Source: an optimization exercise on an open RTL-to-GDS flow (aim: small area). Production flows keep margins and buffers that such runs may drop. Function was checked by simulation only, so behaviour that the tests miss may differ from the original.

Setup of main:
==> flow/design.v (excerpt) <==
module cim_node #(
    parameter logic [1:0] NODE_ID = 2'd0
) (
    input  logic clk,
    input  logic rst_n,
    input  logic [3:0] bus_op,
    input  logic [47:0] bus_data,
    input  logic [1:0] bus_target_or_sender,
    output logic [3:0] bus_out_op,
    output logic [47:0] bus_out_data,
    output logic [1:0] bus_out_target_or_sender,
    output logic bus_drive,
    output logic is_ready
);
For scale: roughly 1200 cells after synthesis, roughly 250 flip-flops, about 110 I/O pins, about 14000 um^2 of cells after synthesis.
Settings: LEC_CHECK=0, ABC_AREA=1, CAP_MARGIN=0, CORE_MARGIN=2, CORE_UTILIZATION=40, PLACE_DENSITY=0.6, SLEW_MARGIN=0, SYNTH_HIERARCHICAL=1; clock period 10.0 ns.
standard.sh (not shown) runs the stock make flow with config.mk's settings and CLKGATE_MAP_FILE= SYNTH_SCRIPT=/design/flow/synth_recipe.tcl, a recipe that flattens the netlist after the stock synthesis.
==> flow/flow/run.sh <==
#!/bin/bash
# Own flow: the standard layout (standard.sh and its synthesis script),
# with these changes to how the layout is made:
#  - ABC maps for area only (map -a, four rounds) without its buffering and upsizing;
#  - Yosys's quick ABC pass before adder extraction is skipped for the
#    arithmetic module mac_engine only (it has no registers; the top module,
#    which holds every register, is synthesized exactly as before);
#    flip-flops are mapped before the final ABC runs, so the registers are unchanged;
#  - every port gets a buf_1 as its port buffer;
#  - the clock tree uses clkbuf_8 on clusters of up to 16 sinks, with no dummy loads.
set -euo pipefail
here=$(pwd)
cp -r "$FLOW_HOME/scripts" "$here/scripts_abc"
printf 'strash\ndch -f\nmap -a\nstrash\ndch -f\nmap -a\nstrash\ndch -f\nmap -a\nstrash\ndch -f\nmap -a\ntopo\ndnsize -c\n' > "$here/scripts_abc/abc_area.script"
python3 - "$here/scripts_abc/synth.tcl" <<'PY'
import sys
p = sys.argv[1]
s = open(p).read()
old = "  synth -top $::env(DESIGN_NAME) -run fine: {*}$synth_full_args\n"
new = ("  synth -top $::env(DESIGN_NAME) -run fine:check -noabc {*}$synth_full_args\n"
       "  abc -fast $::env(DESIGN_NAME)\n"
       "  opt -fast\n"
       "  synth -top $::env(DESIGN_NAME) -run check: {*}$synth_full_args\n")
assert s.count(old) == 1
open(p, "w").write(s.replace(old, new))
PY
CTS="-sink_clustering_enable -repair_clock_nets -dont_use_dummy_load"
CTS="$CTS -buf_list sky130_fd_sc_hd__clkbuf_8"
CTS="$CTS -sink_clustering_size 16 -sink_clustering_max_diameter 80"
bash standard.sh \
  "SCRIPTS_DIR=$here/scripts_abc" \
  "BUFFER_PORTS_ARGS=-buffer_cell sky130_fd_sc_hd__buf_1" \
  "CTS_ARGS=$CTS" \
  finish > "$here/flow_make.log" 2>&1
test -f out/final.def
main reached the final stage; the timing, design-rule and antenna checks on its layout passed.
## Diff of input files: the feature branch against main
--- a/flow/design.v
+++ b/flow/design.v
@@ -1,25 +1,15 @@
 `timescale 1ns/1ps
 `default_nettype none
 module mac_engine (
-    input  wire [15:0] x_raw,
-    input  wire v,
-    input  wire [127:0] kern,
-    input  wire [2:0] widx,
-    input  wire [15:0] bias,
-    input  wire [15:0] acc_q,
+    input  wire [15:0] x,
+    input  wire [15:0] k,
+    input  wire [15:0] acc,
     output wire [15:0] y
 );
-    wire [15:0] x = x_raw & {16{v}};
-    wire [7:0] ksel = 8'b1 << widx;
-    wire [15:0] k = (kern[15:0] & {16{ksel[0]}}) | (kern[31:16] & {16{ksel[1]}})
-                  | (kern[47:32] & {16{ksel[2]}}) | (kern[63:48] & {16{ksel[3]}})
-                  | (kern[79:64] & {16{ksel[4]}}) | (kern[95:80] & {16{ksel[5]}})
-                  | (kern[111:96] & {16{ksel[6]}}) | (kern[127:112] & {16{ksel[7]}});
-    wire [15:0] acc = (v & ksel[0]) ? bias : acc_q;
     wire one1;
     wire two2;
     wire neg3;
     wire one4;
     wire two5;
     wire neg6;
     wire one7;
@@ -1085,30 +1075,38 @@
     always_ff @(posedge clk) begin
         for (int j = 0; j < 8; j++) begin
             if (op_par && par_ptr == 6'(j)) kern[j] <= lane_data;
         end
         if (op_par && par_ptr == 6'd8) bias <= lane_data;
     end
     logic [4:0] wcnt;
+    logic [7:0] ksel;
+    logic [15:0] k_cur;
     logic [15:0] acc;
+    logic [15:0] acc_base;
     logic [15:0] acc_next;
+    logic [15:0] x_in;
     always_ff @(posedge clk) begin
         if (op_load_start) begin
             wcnt <= '0;
         end else if (op_load) begin
             wcnt <= wcnt + 5'd1;
         end
     end
+    always_comb begin
+        for (int j = 0; j < 8; j++) ksel[j] = (wcnt[2:0] == 3'(j));
+        k_cur = '0;
+        for (int j = 0; j < 8; j++) k_cur = k_cur | (kern[j] & {16{ksel[j]}});
+    end
+    assign acc_base = (op_load & ksel[0]) ? bias : acc;
+    assign x_in = bus_data[15:0] & {16{op_load}};
     mac_engine u_mac (
-        .x_raw(bus_data[15:0]),
-        .v(op_load),
-        .kern({kern[7], kern[6], kern[5], kern[4], kern[3], kern[2], kern[1], kern[0]}),
-        .widx(wcnt[2:0]),
-        .bias(bias),
-        .acc_q(acc),
+        .x(x_in),
+        .k(k_cur),
+        .acc(acc_base),
         .y(acc_next)
     );
     always_ff @(posedge clk) begin
         acc <= acc_next;
     end
     logic [1:0] phase;
     logic [15:0] ring [4];
## What came out
- Clock slew at the register clock pins of the worst setup and hold paths in the feature branch is 0.02 ns lower than in main
- The feature branch vs main on placer's final routability congestion estimate: the feature branch is the lower one.
- Going from main to the feature branch, number of cells on the critical path went up by 7.7%; number of distinct library cells after synthesis rose by 6; final cell count shows an increase of 30; count of placed standard cells including taps saw an increase; stage delay of the slowest cell on the critical path decreased 0.27 ns.
- Compared with main, the feature branch shows die boundary width higher by 0.70 um.

## afterwards: timing with drivers on the ports
How much do the figures lean on ideal ports? The routed layouts below were timed once more, with nothing changed but the port constraints. Step 1 (the two cells are an assumption about what drives the block):
set clk [get_ports {clk}]
set_driving_cell -lib_cell sky130_fd_sc_hd__clkbuf_16 $clk
set_driving_cell -lib_cell sky130_fd_sc_hd__buf_2 [delete_from_list [all_inputs] $clk]
Step 2 adds t to the input delays and takes it off the output delays; t is the mean of the earliest and latest rising clock arrival at the registers after step 1. Input paths then give back, and output paths get back, about the clock's delay inside the block. a / b / c = ideal / step 1 / step 2; a / b = the first two.
| run | t, ns | setup WS [ns] | clock arrival spread, ns | worst slew at a driven data input, ns |
|---|---|---|---|---|
| main | 0.578 | 1.794 / 1.794 / 1.793 | 0.056 / 0.056 | 0.04 |
| the feature branch | 0.568 | 1.420 / 1.443 / 0.875 | 0.098 / 0.097 | 0.04 |
After both steps setup and hold are still met in every run listed. For the feature branch, which loses most, drivers alone change the setup slack by +0.023 ns; drivers and shift together by -0.545 ns.
